Source: an optimization exercise on an open RTL-to-GDS flow (aim: small area, a short achievable clock period and few clock cycles). Production flows keep margins and buffers that such runs may drop. No functional check of the RTL was part of this run.

[flow/config.mk]
export PLATFORM = sky130hd
export DESIGN_NAME = indexed_stack_buffer
export DESIGN_NICKNAME = indexed_stack_buffer
export VERILOG_FILES = /design/flow/design.v
export SDC_FILE = /design/flow/constraint.sdc
export NUM_CORES = 4
export LEC_CHECK = 0
export CAP_MARGIN = 20
export CORE_MARGIN = 2
export CORE_UTILIZATION = 60
export SETUP_SLACK_MARGIN = 2.2
export SLEW_MARGIN = 20
[flow/constraint.sdc]
create_clock -name core_clock -period 5.0 [get_ports {clock}]
set_input_delay 1.0000 -clock core_clock [delete_from_list [all_inputs] [get_ports {clock}]]
set_output_delay 1.0000 -clock core_clock [all_outputs]
set_load 0.01 [all_outputs]
[flow/design.v]
package isb_pkg;
   localparam int DEPTH      = 16;
   localparam int WORD_WIDTH = 32;
   localparam logic [1:0] MODE_PUSH    = 2'd0;
   localparam logic [1:0] MODE_POP     = 2'd1;
   localparam logic [1:0] MODE_REMOVE  = 2'd2;
   localparam logic [1:0] MODE_REVERSE = 2'd3;
   localparam logic [2:0] ST_OK    = 3'd0;
   localparam logic [2:0] ST_FULL  = 3'd1;
   localparam logic [2:0] ST_EMPTY = 3'd2;
   localparam logic [2:0] ST_NULL  = 3'd3;
   localparam logic [2:0] ST_RANGE = 3'd4;
endpackage
module indexed_stack_buffer (
   input  logic        clock,
   input  logic        reset,
   input  logic        req_tvalid,
   output logic        req_tready,
   input  logic [39:0] req_tdata,
   output logic        rsp_tvalid,
   input  logic        rsp_tready,
   output logic [39:0] rsp_tdata
);
   localparam int N = isb_pkg::DEPTH;
   logic [4:0]  cnt;
   logic [3:0]  base;
   logic        dir;
   logic [3:0]  ptr  [N];
   logic [31:0] data [N];
   logic [3:0]  top_ptr, free_ptr;
   logic        q_valid;
   logic [3:0]  q_slot;
   logic        q_read;
   logic [2:0]  q_status;
   logic [4:0]  q_count;
   logic        h_valid, s_valid;
   logic [39:0] h_data, s_data;
   logic        ready;
   logic accept, move, take;
   assign req_tready = ready;
   assign accept     = req_tvalid && ready;
   assign move       = q_valid && !(h_valid && s_valid);
   assign take       = h_valid && rsp_tready;
   assign rsp_tvalid = h_valid;
   assign rsp_tdata  = h_data;
   logic [1:0]  mode;
   logic [31:0] value;
   logic [3:0]  idx;
   logic        is_push, is_pop, is_rm, is_rev;
   logic        vzero, empty, full, in_range;
   logic        push_ok, pop_ok, rm_ok, ok;
   logic [2:0]  status;
   logic [4:0]  cnt_next, last;
   assign mode     = req_tdata[1:0];
   assign value    = req_tdata[33:2];
   assign idx      = req_tdata[37:34];
   assign is_push  = (mode == isb_pkg::MODE_PUSH);
   assign is_pop   = (mode == isb_pkg::MODE_POP);
   assign is_rm    = (mode == isb_pkg::MODE_REMOVE);
   assign is_rev   = (mode == isb_pkg::MODE_REVERSE);
   assign vzero    = (value == 32'd0);
   assign empty    = (cnt == 5'd0);
   assign full     = cnt[4];
   assign last     = cnt - 5'd1;
   assign in_range = ({1'b0, idx} < cnt);
   assign push_ok = !vzero && !full;
   assign pop_ok  = !empty;
   assign rm_ok   = in_range;
   always_comb begin
      unique case (mode)
         isb_pkg::MODE_PUSH:   status = vzero ? isb_pkg::ST_NULL :
                                        full  ? isb_pkg::ST_FULL : isb_pkg::ST_OK;
         isb_pkg::MODE_POP:    status = empty ? isb_pkg::ST_EMPTY : isb_pkg::ST_OK;
         isb_pkg::MODE_REMOVE: status = empty ? isb_pkg::ST_EMPTY :
                                        in_range ? isb_pkg::ST_OK : isb_pkg::ST_RANGE;
         default:              status = isb_pkg::ST_OK;
      endcase
   end
   assign ok = (status == isb_pkg::ST_OK);
   always_comb begin
      unique case (mode)
         isb_pkg::MODE_PUSH:   cnt_next = push_ok ? (cnt + 5'd1) : cnt;
         isb_pkg::MODE_POP:    cnt_next = pop_ok  ? last : cnt;
         isb_pkg::MODE_REMOVE: cnt_next = rm_ok   ? last : cnt;
         default:              cnt_next = cnt;
      endcase
   end
   function automatic logic [3:0] ring(input logic [3:0] b, input logic d,
                                       input logic [3:0] i);
      ring = d ? (b + i) : (b - i);
   endfunction
   logic [3:0] r_idx, r_top, r_up, r_dn, r_ld, sh_hi;
   logic [3:0] idx_ptr, up_ptr, dn_ptr, end_ptr, bot_ptr;
   logic       sh_any;
   assign r_idx = ring(base, dir, idx);
   assign r_top = ring(base, dir, last[3:0]);
   assign r_up  = ring(base, dir, cnt[3:0] + 4'd1);
   assign r_dn  = ring(base, dir, cnt[3:0] - 4'd2);
   assign idx_ptr = ptr[r_idx];
   assign up_ptr  = ptr[r_up];
   assign dn_ptr  = ptr[r_dn];
   assign end_ptr = ptr[dir ? (base - 4'd1) : (base + 4'd1)];
   assign bot_ptr = ptr[base];
   assign r_ld   = dir ? r_top : base;
   assign sh_hi  = dir ? r_dn : (base - 4'd1);
   assign sh_any = dir ? ({1'b0, idx} + 5'd1 < cnt) : ((idx != 4'd0) && in_range);
   always_ff @(posedge clock) begin
      if (reset) begin
         cnt  <= 5'd0;
         base <= 4'd0;
         dir  <= 1'b1;
      end else if (accept) begin
         cnt <= cnt_next;
         if (is_rev) begin
            base <= r_top;
            dir  <= !dir;
         end else if (is_rm && rm_ok && !dir) begin
            base <= base - 4'd1;
         end
      end
   end
   always_ff @(posedge clock) begin
      if (reset) begin
         top_ptr  <= 4'd15;
         free_ptr <= 4'd0;
      end else if (accept) begin
         unique case (mode)
            isb_pkg::MODE_PUSH: begin
               if (push_ok) begin
                  top_ptr  <= free_ptr;
                  free_ptr <= up_ptr;
               end
            end
            isb_pkg::MODE_POP: begin
               if (pop_ok) begin
                  top_ptr  <= dn_ptr;
                  free_ptr <= top_ptr;
               end
            end
            isb_pkg::MODE_REMOVE: begin
               if (rm_ok) begin
                  if ({1'b0, idx} == last) top_ptr <= dn_ptr;
                  if (dir || full) free_ptr <= idx_ptr;
               end
            end
            default: begin
               top_ptr  <= bot_ptr;
               free_ptr <= end_ptr;
            end
         endcase
      end
   end
   for (genvar p = 0; p < N; p++) begin : g_slot
      logic sh, ld, ge_lo, le_hi;
      assign ge_lo = (4'(p) >= r_idx);
      assign le_hi = (4'(p) <= sh_hi);
      assign sh = accept && is_rm && sh_any &&
                  ((r_idx <= sh_hi) ? (ge_lo && le_hi) : (ge_lo || le_hi));
      assign ld = accept && is_rm && rm_ok && (r_ld == 4'(p));
      always_ff @(posedge clock) begin
         if (reset) begin
            ptr[p] <= 4'(p);
         end else if (sh) begin
            ptr[p] <= ptr[(p + 1) % N];
         end else if (ld) begin
            ptr[p] <= idx_ptr;
         end
      end
      always_ff @(posedge clock) begin
         if (ready && !full && (free_ptr == 4'(p))) begin
            data[p] <= value;
         end
      end
   end
   always_ff @(posedge clock) begin
      if (accept) begin
         q_slot   <= is_pop ? top_ptr : idx_ptr;
         q_read   <= (is_pop && pop_ok) || (is_rm && rm_ok);
         q_status <= status;
         q_count  <= cnt_next;
      end
   end
   logic [39:0] rsp_next;
   logic        q_valid_in, h_valid_in, s_valid_in;
   assign rsp_next = {q_count, q_read ? data[q_slot] : 32'd0, q_status};
   always_comb begin
      q_valid_in = accept || (q_valid && !move);
      h_valid_in = h_valid;
      s_valid_in = s_valid;
      if (take) begin
         if (!s_valid && !move) h_valid_in = 1'b0;
         if (s_valid && !move)  s_valid_in = 1'b0;
      end else if (move) begin
         if (h_valid) s_valid_in = 1'b1;
         else         h_valid_in = 1'b1;
      end
   end
   always_ff @(posedge clock) begin
      if (reset) begin
         q_valid <= 1'b0;
         h_valid <= 1'b0;
         s_valid <= 1'b0;
         ready   <= 1'b1;
      end else begin
         q_valid <= q_valid_in;
         h_valid <= h_valid_in;
         s_valid <= s_valid_in;
         ready   <= !q_valid_in || !(h_valid_in && s_valid_in);
      end
   end
   always_ff @(posedge clock) begin
      if (take) begin
         if (s_valid) begin
            h_data <= s_data;
            if (move) s_data <= rsp_next;
         end else if (move) begin
            h_data <= rsp_next;
         end
      end else if (move) begin
         if (h_valid) s_data <= rsp_next;
         else         h_data <= rsp_next;
      end
   end
endmodule
[flow/run.sh]
#!/bin/bash
# synth_recipe.tcl (not shown) runs the flow's synth.tcl, then flattens the netlist and writes it again
# the make line also repeats each setting of config.mk as NAME=value (left out here)
make -C /OpenROAD-flow-scripts/flow DESIGN_CONFIG=/design/flow/config.mk WORK_HOME=/design/flow/orfs CLKGATE_MAP_FILE= SYNTH_SCRIPT=/design/flow/synth_recipe.tcl finish
==> out/metrics.cfg <==
[clocking]
cts_max_level=3
clk_pin_slew_ns=0.06
cts_tree=yes
cts_root_buffer=clkbuf_16
cts_made_buffers=69
clock_latency_ns=0.62
clock_path_buffers=3
cts_sinks=691

[synthesis]
synth-xor-area-share=0.0118
synth-simple-area-share=0.0947
synth_edf_count=605
synth_ff_type=edfxtp_1
synth.area.mux_share=0.0336
yosys.area.top_type=edfxtp_1
yosysTopAreaCellShare=0.577
synth-adder-area-share=0.0203
synth-compound-area-share=0.179
synth.area.top_cells=edfxtp_1 58%, dfxtp_1 5.5%, a22oi_1 4.8%, a21oi_1 2.2%, nand2_1 2.1%
synth.net_count=2590
ys_types=93
synthCells=2498
netlist_area_mm2=0.0315
synth-seq-cells=691
synth.most_common_cell=edfxtp_1
synthTopCellsByCount=605 x edfxtp_1, 202 x a22oi_1, 176 x nand2_1, 172 x nor2_1, 137 x a21oi_1
synth-seq-area-share=0.631
yosys_warnings=3
synth_top_family_by_area=compound AO/OA/AOI/OAI gates
avgSynthCellArea_um2=12.6
ys_async_sr_fraction=0

[finish]
stdcell_count=3590
drive_gt1_frac=0.269
synthToLayoutAreaGrowth_pct=26.8
final_nets=2945
fillers=3009

[floorplanning]
row_count=83
start_util=0.611
core-area_mm2=0.0516
dieArea_mm2=0.0544
io_pins=86
die_h_um=233
die_x_um=233

[pwr]
switching_share=0.314
leakagePower_nw=13.9
switchingPower_w=0.00536
sequentialPowerShare=0.403
cellPowerDensity_mw_per_mm2=427
intPower_w=0.0117
combPwrFrac=0.284
peakVddDrop_uv=350
power.share.clock=0.312
total_power_w=0.0171

[sta]
slew_headroom=0.237
fin_crit_ns=4.21
worst_slack_ns=0.792
fmax_mhz=238
tightestPinTransition_ns=1.14
rsz0062_at_grt=yes
drv_slew=0
timing.final.hold_violations=0
setup_tns_ns=0
fin_worst_skew_ns=0.0279
period_share=0.842
finalSetupViolations=0

[route]
drtPass1Iterations=7
initialDrtViolationCount=4452
ant_nets=0
drcViolationCount=0
wire_per_inst_um=33.2
vias=26300
wirelength_um=119000
viasPerCell=7.33

[min_path]
worst_hold_path.num_cells=0
hold_class=reg -> reg

[critical_path]
crit_fanout=5
worstRegToRegCells=21
crit_type=in -> reg
startpoint_type=primary input
cp.arrival_ns=4.72
end_kind=register
cp.required_ns=5.51

[global_routing]
grt_pass1_vias=24700
grt_pass1_wl_um=165000
grt_max_degree=93
grt.total_usage=0.425
antenna_found_initial=2
grt_overflow=0

[place]
hpwl_um=68000
portBuffers=83
pre_cts_slack_ns=-0.317
gp_congestion=1.01
dp_cells=3282

[run]
max_cap_viol_count=0

[outcome]
status=complete, no violations

[power groups by stage]
stage	Clock (W)	Combinational [W]	Sequential [W]
floorplan	0	0.00222	0.00687
global placement	0	0.00359	0.00695
detailed placement	0	0.00367	0.00696
CTS	0.00530	0.00437	0.00685
global route	0.00551	0.00501	0.00688
finish	0.00533	0.00485	0.00688
[stage by stage]
step	utilization	cell area [um2]	hold WS [ns]
finish	0.774	39900	0.448
global route	0.774	39900	0.464
CTS	0.750	38700	0.447
detailed placement	0.672	34700	0.432
global placement	0.671	34700	0.428
floorplan	-	32000	0.422
[worst paths after layout]
check,startpoint,to,slack [ns]
max,req_tdata[35],ptr[2][3],0.79
min,q_count[1],s_data[36],0.45
max reg2reg,cnt[1],ptr[10][2],1.01
min reg2reg,q_count[1],s_data[36],0.45
[routing by layer]
metal  routed length [um]  GRT usage  share of wire
met1                41600      0.594           0.35
met2                51600      0.605           0.43
met3                19300      0.127           0.16
met4                 6520      0.215          0.055
met5                    0          0              0
[kinds of logic (layout without fill, tap and decap cells)]
logic type | Yosys count | after routing
AO/OA/AOI/OAI | 777 | 777
flip-flops | 691 | 691
AND/OR/NAND/NOR | 631 | 638
buffers and inverters | 228 | 630
multiplexers | 81 | 81
adder cells (fa/ha/maj) | 49 | 49
XOR/XNOR | 41 | 41
other | 0 | 3
[cell type report]
class / count / area, um2 / share of cell area
sequential: 691 / 19900 / 0.498
multi-input combinational: 1586 / 12400 / 0.309
timing repair buffer: 445 / 4290 / 0.108
clock buffer: 86 / 1810 / 0.0454
tap: 680 / 851 / 0.0213
clock inverter: 39 / 470 / 0.0118
inverter: 60 / 260 / 0.00652
antenna: 3 / 7.51 / 0.000188
[critical path, stage by stage]
cell and delay, ns:
buf_6 0.07, buf_6 0.12, inv_12 0.03, ha_4 0.15
nor2_4 0.09, xor2_2 0.23, ha_1 0.30, and3_4 0.17
a211oi_4 0.31, buf_6 0.16, o21ai_4 0.06, nand2_4 0.11
inv_6 0.04, ha_4 0.27, nor2_4 0.03, a41oi_2 0.18
o31a_1 0.20, buf_4 0.13, buf_6 0.12, buf_8 0.13
buf_6 0.12, o22ai_4 0.06, a21oi_4 0.23, buf_6 0.13
a21oi_2 0.03, a221oi_2 0.24
[cells in the final DEF, fill, tap and decap left out, drive strengths merged, types with 37 or more instances in the layout]
master	synthesis	routed
a21oi	144	144
a221oi	68	68
a22o	37	37
a22oi	202	202
buf	39	363
clkbuf	129	96
clkdlybuf4s50	0	46
dfxtp	86	86
edfxtp	605	605
ha	44	44
inv	57	63
mux2i	37	37
nand2	177	177
nand3	67	67
nand4	46	46
nor2	172	179
nor3	49	49
o21ai	89	89
[flip-flops by register name (all words and copies together) (netlist names)]
name,cells
data,512
ptr,64
h_data,40
s_data,40
cnt,5
q_count,5
base,4
free_ptr,4
q_slot,4
top_ptr,4
q_status,3
dir,1
h_valid,1
q_read,1
q_valid,1
ready,1
s_valid,1
[timing repair]
action / 4_1_cts / 5_1_grt
endpoints found under the hold margin: 0 / 0
setup endpoints to repair: 190 / 167
setup buffers: 89 / 75
pin swaps: 95 / 87
gates resized for setup: 208 / 161
cloned: 12 / 4
hold buffers: 0 / 0

[what the ideal ports hide]
No port has a modelled driver above. Below, the same layout with a new extraction and two added sets of constraints.
Step 1 (the two cells are an assumption about what drives the block):
set clk [get_ports {clock}]
set_driving_cell -lib_cell sky130_fd_sc_hd__clkbuf_16 $clk
set_driving_cell -lib_cell sky130_fd_sc_hd__buf_2 [delete_from_list [all_inputs] $clk]
Step 2 times the ports against the registers' clock, not the clock port: input delays grow and output delays shrink by t, the midpoint of the rising clock arrivals with the driver on.
a / b / c = no drivers / after step 1 / after step 2; a / b = the first two.
t, ns: 0.674
slack for setup (ns): 0.792 / 0.812 / 0.138
worst slew at a driven data input, ns: 0.12
After both steps this run still meets setup and hold. For this run, drivers alone change the setup slack by +0.020 ns; drivers and shift together by -0.654 ns.
